From an optimization exercise on the open Yosys and OpenROAD flow, aimed at small area; shortcuts taken in it are not production practice. RTL that was checked went through simulation tests only; none was proved equivalent to the original. Power figures rest on the tool's default switching activity, not on a simulated workload. No driver is modelled on the clock port, so clocking that relies on it looks cheaper here than on a real chip.

==> flow/design.v <==
module serial_parallel_converter #(
    parameter int unsigned parallelWidth = 512,
    parameter int unsigned serialWidth   = 8
) (
    input  logic                                              clk,
    input  logic                                              rst,
    input  logic [serialWidth-1:0]                            inData,
    input  logic                                              inDataPresent,
    input  logic                                              inDataStartOfFrame,
    input  logic                                              inDataEndOfFrame,
    input  logic                                              inDataError,
    output logic [parallelWidth-1:0]                          outData,
    output logic                                              outValid,
    input  logic                                              outReady,
    output logic                                              outStartOfFrame,
    output logic                                              outEndOfFrame,
    output logic                                              outError,
    output logic [$clog2(parallelWidth/serialWidth):0]        outBytes,
    output logic                                              overflow
);
    localparam int unsigned N  = parallelWidth / serialWidth;
    localparam int unsigned LW = $clog2(N);
    localparam int unsigned CW = LW + 1;
    localparam int unsigned SW = serialWidth;
    logic [parallelWidth-1:0] acc_q;      
    logic [parallelWidth-1:0] nxt_c;      
    logic [LW-1:0]            cnt_q;      
    logic                     fill_q;     
    logic                     err_q;
    logic                     wsof_q;
    logic                     clr_q;      
    logic                     hold_c, slot_c, accept_c, partial_c, complete_c;
    logic                     cnt_zero_c, last_c, load_c, load_part_c, load_word_c, drop_c;
    logic [LW-1:0]            lane_c;
    logic [CW-1:0]            new_cnt_c;
    logic                     new_err_c, new_sof_c;
    logic                     wr_c;       
    logic                     wr0_c;      
    logic [SW-1:0]            bus0_c, bus1_c, bus_c;
    logic [N-1:0]             en_c;
    logic [SW-1:0]            out0_c;
    assign cnt_zero_c = (cnt_q == '0);
    assign accept_c   = inDataPresent && (inDataStartOfFrame || fill_q);
    assign partial_c  = inDataPresent && inDataStartOfFrame && !cnt_zero_c;
    assign lane_c     = inDataStartOfFrame ? '0 : cnt_q;
    assign last_c     = (lane_c == LW'(N - 1));
    assign new_cnt_c  = {1'b0, lane_c} + CW'(1);
    assign complete_c = accept_c && (last_c || inDataEndOfFrame);
    assign new_err_c  = inDataStartOfFrame ? inDataError : (err_q || inDataError);
    assign new_sof_c  = inDataStartOfFrame || wsof_q;
    assign hold_c      = outValid && !outReady;
    assign slot_c      = !hold_c;
    assign load_part_c = partial_c && slot_c;
    assign load_word_c = complete_c && slot_c && !partial_c;
    assign load_c      = load_part_c || load_word_c;
    assign drop_c      = (partial_c && !slot_c) || (complete_c && !load_word_c);
    assign wr_c   = accept_c && !inDataStartOfFrame;
    assign wr0_c  = accept_c && (inDataStartOfFrame || cnt_zero_c);
    assign bus0_c = inData;
    assign bus1_c = (clr_q && !(wr_c && cnt_q == LW'(1))) ? '0 : inData;
    assign bus_c  = clr_q ? '0 : inData;
    always_comb begin
        for (int k = 0; k < int'(N); k++) begin
            if (k == 0)
                en_c[k] = wr0_c;
            else
                en_c[k] = clr_q || (wr_c && cnt_q == LW'(k));
        end
    end
    genvar g;
    generate
        for (g = 0; g < int'(N); g++) begin : g_lane
            if (g == 0) begin : g_l0
                assign nxt_c[g*SW +: SW] = en_c[g] ? bus0_c : acc_q[g*SW +: SW];
            end else if (g == 1) begin : g_l1
                assign nxt_c[g*SW +: SW] = en_c[g] ? bus1_c : acc_q[g*SW +: SW];
            end else if (g == int'(N) - 1) begin : g_lt
                assign nxt_c[g*SW +: SW] = bus_c & {SW{en_c[g]}};
            end else begin : g_ln
                assign nxt_c[g*SW +: SW] = en_c[g] ? bus_c : acc_q[g*SW +: SW];
            end
        end
    endgenerate
    assign out0_c = partial_c ? acc_q[SW-1:0] : nxt_c[SW-1:0];
    always_ff @(posedge clk) begin
        acc_q   <= {{SW{1'b0}}, nxt_c[parallelWidth-SW-1:0]};
        if (!hold_c) begin
            outData <= {nxt_c[parallelWidth-1:SW], out0_c};
            if (partial_c) begin
                outBytes        <= {1'b0, cnt_q};
                outStartOfFrame <= wsof_q;
                outEndOfFrame   <= 1'b1;
                outError        <= 1'b1;
            end else begin
                outBytes        <= new_cnt_c;
                outStartOfFrame <= new_sof_c;
                outEndOfFrame   <= inDataEndOfFrame;
                outError        <= new_err_c;
            end
        end
    end
    always_ff @(posedge clk) begin
        if (rst) begin
            fill_q   <= 1'b0;
            cnt_q    <= '0;
            clr_q    <= 1'b1;
            outValid <= 1'b0;
            overflow <= 1'b0;
        end else begin
            outValid <= hold_c || load_c;
            overflow <= overflow || drop_c;
            clr_q    <= partial_c || complete_c;
            if (accept_c) begin
                if (complete_c) begin
                    cnt_q  <= '0;
                    fill_q <= inDataEndOfFrame ? 1'b0 : (slot_c && !partial_c);
                end else begin
                    cnt_q  <= new_cnt_c[LW-1:0];
                    fill_q <= 1'b1;
                end
            end
        end
    end
    always_ff @(posedge clk) begin
        if (accept_c) begin
            err_q  <= new_err_c;
            wsof_q <= complete_c ? 1'b0 : new_sof_c;
        end
    end
endmodule
export LEC_CHECK = 0
export ABC_AREA = 1
export CAP_MARGIN = 20
export CORE_MARGIN = 2
export CORE_UTILIZATION = 40
export SLEW_MARGIN = 20
create_clock -name core_clock -period 4.0 [get_ports {clk}]
standard.sh (not shown) runs the stock make flow with config.mk's settings and CLKGATE_MAP_FILE= SYNTH_SCRIPT=/design/flow/synth_recipe.tcl, a recipe that flattens the netlist after the stock synthesis.
==> flow/flow/run.sh <==
#!/bin/bash
# Standard ORFS layout with two changes: the port buffers are the smallest buffer
# (buf_1) and the clock tree uses the buffers and clustering given below, without dummy loads.
set -euo pipefail
export BUFFER_PORTS_ARGS="-buffer_cell sky130_fd_sc_hd__buf_1"
export CTS_ARGS="-sink_clustering_enable -repair_clock_nets -dont_use_dummy_load -buf_list sky130_fd_sc_hd__clkbuf_8 -sink_clustering_size 20 -sink_clustering_max_diameter 80"
bash standard.sh > make_finish.log 2>&1
The starting point ran to the end with no violations.
Edit:
==> flow/flow/run.sh (replaced) <==
#!/bin/bash
# Standard ORFS layout with two changes: the port buffers are the smallest buffer
# (buf_1) and the clock tree uses the buffers and clustering given below, without dummy loads.
set -euo pipefail
export BUFFER_PORTS_ARGS="-buffer_cell sky130_fd_sc_hd__buf_1"
export CTS_ARGS="-sink_clustering_enable -repair_clock_nets -dont_use_dummy_load -buf_list sky130_fd_sc_hd__clkbuf_4"
bash standard.sh > make_finish.log 2>&1
- CORE_UTILIZATION: 40 -> 60
Result:
- The new run finished clean
- power goes up by about 9%
- via count goes up by 9.0%
- setup slack gets better by 98 ps
Edit:
--- a/flow/flow/run.sh
+++ b/flow/flow/run.sh
@@ -4,4 +4,4 @@
 set -euo pipefail
 export BUFFER_PORTS_ARGS="-buffer_cell sky130_fd_sc_hd__buf_1"
-export CTS_ARGS="-sink_clustering_enable -repair_clock_nets -dont_use_dummy_load -buf_list sky130_fd_sc_hd__clkbuf_4"
+export CTS_ARGS="-sink_clustering_enable -repair_clock_nets -dont_use_dummy_load -buf_list sky130_fd_sc_hd__clkbuf_8 -sink_clustering_size 15 -sink_clustering_max_diameter 60"
 bash standard.sh > make_finish.log 2>&1
- CORE_UTILIZATION: 60 -> 40
Outcome:
- maximum frequency fell by 4.1%
- clock-buffer cell count is lower by 152
- setup slack degrades by 110 ps
- cell area is about the same
- combinational power stays flat
No run of this note included a check of the RTL's function; only the layout flow was run.

========
Setup of rev 12:
serial_parallel_converter, a different RTL version from the one above (not shown whole).
For scale: about 2600 cells after synthesis, about 1000 flip-flops, ~540 I/O pins, roughly 34000 um2 of cells after synthesis.
clock: 4.0 ns
lec_check: 0
cap_margin: 20
core_margin: 2
core_utilization: 40
slew_margin: 20
synth_hierarchical: 1
==> flow/flow/run.sh <==
#!/bin/bash
# Standard ORFS layout with two changes: the port buffers are the smallest buffer
# (buf_1) and the clock tree uses the buffers and clustering given below, without dummy loads.
set -euo pipefail
export BUFFER_PORTS_ARGS="-buffer_cell sky130_fd_sc_hd__buf_1"
export CTS_ARGS="-sink_clustering_enable -repair_clock_nets -dont_use_dummy_load -buf_list sky130_fd_sc_hd__clkbuf_8 -sink_clustering_size 15 -sink_clustering_max_diameter 60"
bash standard.sh > make_finish.log 2>&1
Relative to rev 12, the following input files were edited for rev 13:
==> flow/flow/run.sh <==
#!/bin/bash
# Standard ORFS layout with two changes: the port buffers are the smallest buffer
# (buf_1) and the clock tree uses the buffers and clustering given below, without dummy loads.
set -euo pipefail
export BUFFER_PORTS_ARGS="-buffer_cell sky130_fd_sc_hd__buf_1"
export CTS_ARGS="-sink_clustering_enable -repair_clock_nets -dont_use_dummy_load -buf_list sky130_fd_sc_hd__clkbuf_16 -sink_clustering_size 30 -sink_clustering_max_diameter 100"
bash standard.sh > make_finish.log 2>&1
Any difference in number of inserted filler cells in the final layout between rev 12 and rev 13 is small enough to ignore. Sequential share of layout area is higher on rev 13. Looking at total power after layout, rev 13 sits about 1.4% lower than rev 12 does.

========
serial_parallel_converter, a different RTL version from the one above (not shown whole).
Size: about 2,500 cells after synthesis, about 33,000 um^2 of cells after synthesis.
==> flow/config.mk <==
export PLATFORM = sky130hd
export DESIGN_NAME = serial_parallel_converter
export DESIGN_NICKNAME = serial_parallel_converter
export VERILOG_FILES = /design/flow/design.v
export SDC_FILE = /design/flow/constraint.sdc
export NUM_CORES = 4
export LEC_CHECK = 0
export CAP_MARGIN = 20
export CORE_MARGIN = 2
export CORE_UTILIZATION = 55
export SLEW_MARGIN = 20
export SYNTH_HIERARCHICAL = 1
==> flow/constraint.sdc <==
create_clock -name core_clock -period 4.0 [get_ports {clk}]
set_input_delay 0.8000 -clock core_clock [delete_from_list [all_inputs] [get_ports {clk}]]
set_output_delay 0.8000 -clock core_clock [all_outputs]
set_load 0.01 [all_outputs]
==> flow/flow/run.sh <==
#!/bin/bash
# Standard ORFS layout with two changes: the port buffers are the smallest buffer
# (buf_1) and the clock tree uses the buffers and clustering given below, without dummy loads.
set -euo pipefail
export BUFFER_PORTS_ARGS="-buffer_cell sky130_fd_sc_hd__buf_1"
export CTS_ARGS="-sink_clustering_enable -repair_clock_nets -dont_use_dummy_load -buf_list sky130_fd_sc_hd__clkbuf_8 -sink_clustering_size 18 -sink_clustering_max_diameter 60"
bash standard.sh > make_finish.log 2>&1
Next try:
==> flow/flow/run.sh (replaced) <==
#!/bin/bash
# Standard ORFS layout with two changes: the port buffers are the smallest buffer
# (buf_1) and the clock tree uses the buffers and clustering given below, without dummy loads.
set -euo pipefail
export BUFFER_PORTS_ARGS="-buffer_cell sky130_fd_sc_hd__buf_1"
export CTS_ARGS="-sink_clustering_enable -repair_clock_nets -dont_use_dummy_load -buf_list sky130_fd_sc_hd__clkbuf_8 -sink_clustering_size 16 -sink_clustering_max_diameter 60"
bash standard.sh > make_finish.log 2>&1
CORE_UTILIZATION = 70   (was 55)
- routed wire length decreases by about 6%
- maximum frequency decreases by 2.4%
- design area goes down by about 0.43%
- global-route usage came out higher by 5.9 points
- clock power rose by about 2%
- setup slack got worse by 0.065 ns
- area after synthesis does not change
- die area decreases by 21%
- sequential share of layout area is higher by 0.25 points
Next try:
CORE_UTILIZATION = 55   (was 70)
After rerunning: Setup slack gets better by 0.082 ns; synthesized area is unchanged; design area grows by about 0.7%; register-to-register slack gets better by 0.03 ns; routed wire length grows by about 6%; sequential cell count is unchanged; non-clock buffer count grows by 3; total power grows by 0.71%; via count shrinks by about 2.7%; utilization shrinks by 16 points; die area grows by 27%.
Next try:
==> flow/flow/run.sh (replaced) <==
#!/bin/bash
# Standard ORFS layout with two changes: the port buffers are the smallest buffer
# (buf_1) and the clock tree uses the buffers and clustering given below, without dummy loads.
set -euo pipefail
export BUFFER_PORTS_ARGS="-buffer_cell sky130_fd_sc_hd__buf_1"
export CTS_ARGS="-sink_clustering_enable -repair_clock_nets -dont_use_dummy_load -buf_list sky130_fd_sc_hd__clkbuf_16 -sink_clustering_size 25 -sink_clustering_max_diameter 80"
bash standard.sh > make_finish.log 2>&1
Effect: The changed run produced a clean layout; combinational power is about the same; area after synthesis is unchanged; worst hold slack gains 0.045 ns; die area is unchanged; power goes up by 2.4%; utilization came out higher by 0.24 points; critical path depth stays the same; final cell count is lower by 0.82%; via count falls by 0.78%.

-- re-timing with driven ports --
No port has a modelled driver above. Below, the same layouts with a new extraction and two added sets of constraints. Step 1 assumes that a clkbuf_16 drives the clock port and a buf_2 every other input. Step 2 times the ports against the registers' clock, not the clock port: input delays grow and output delays shrink by t, the midpoint of the rising clock arrivals with the driver on. a / b / c = ideal ports / drivers / drivers and shift; a / b = the first two.
run | t (ns) | setup WS [ns] | latest minus earliest clock arrival (ns) | worst slew at a driven data input, ns | pins driven straight from the clock port
the first run of note 1 | 0.748 | 1.252 / 1.252 / 0.935 | 0.071 / 0.071 | 0.03 | 1
the second run of note 1 | 1.074 | 1.350 / 1.350 / 0.648 | 0.076 / 0.076 | 0.09 | 1
the third run of note 1 | 0.727 | 1.236 / 1.236 / 1.005 | 0.103 / 0.103 | 0.03 | 1
rev 12 | 0.725 | 1.054 / 1.054 / 0.735 | 0.114 / 0.114 | 0.13 | 1
rev 13 | 0.661 | 1.046 / 1.046 / 0.810 | 0.046 / 0.045 | 0.15 | 1
the first run of note 3 | 0.729 | 1.339 / 1.339 / 0.770 | 0.053 / 0.054 | 0.10 | 1
the second run of note 3 | 0.728 | 1.274 / 1.288 / 0.559 | 0.034 / 0.035 | 0.09 | 1
the third run of note 3 | 0.731 | 1.356 / 1.356 / 0.799 | 0.052 / 0.052 | 0.10 | 1
the fourth run of note 3 | 0.661 | 1.314 / 1.314 / 0.839 | 0.051 / 0.052 | 0.10 | 1
After both steps setup and hold are still met in every run listed. For the second run of note 3, which loses most, drivers alone change the setup slack by +0.014 ns; drivers and shift together by -0.715 ns.
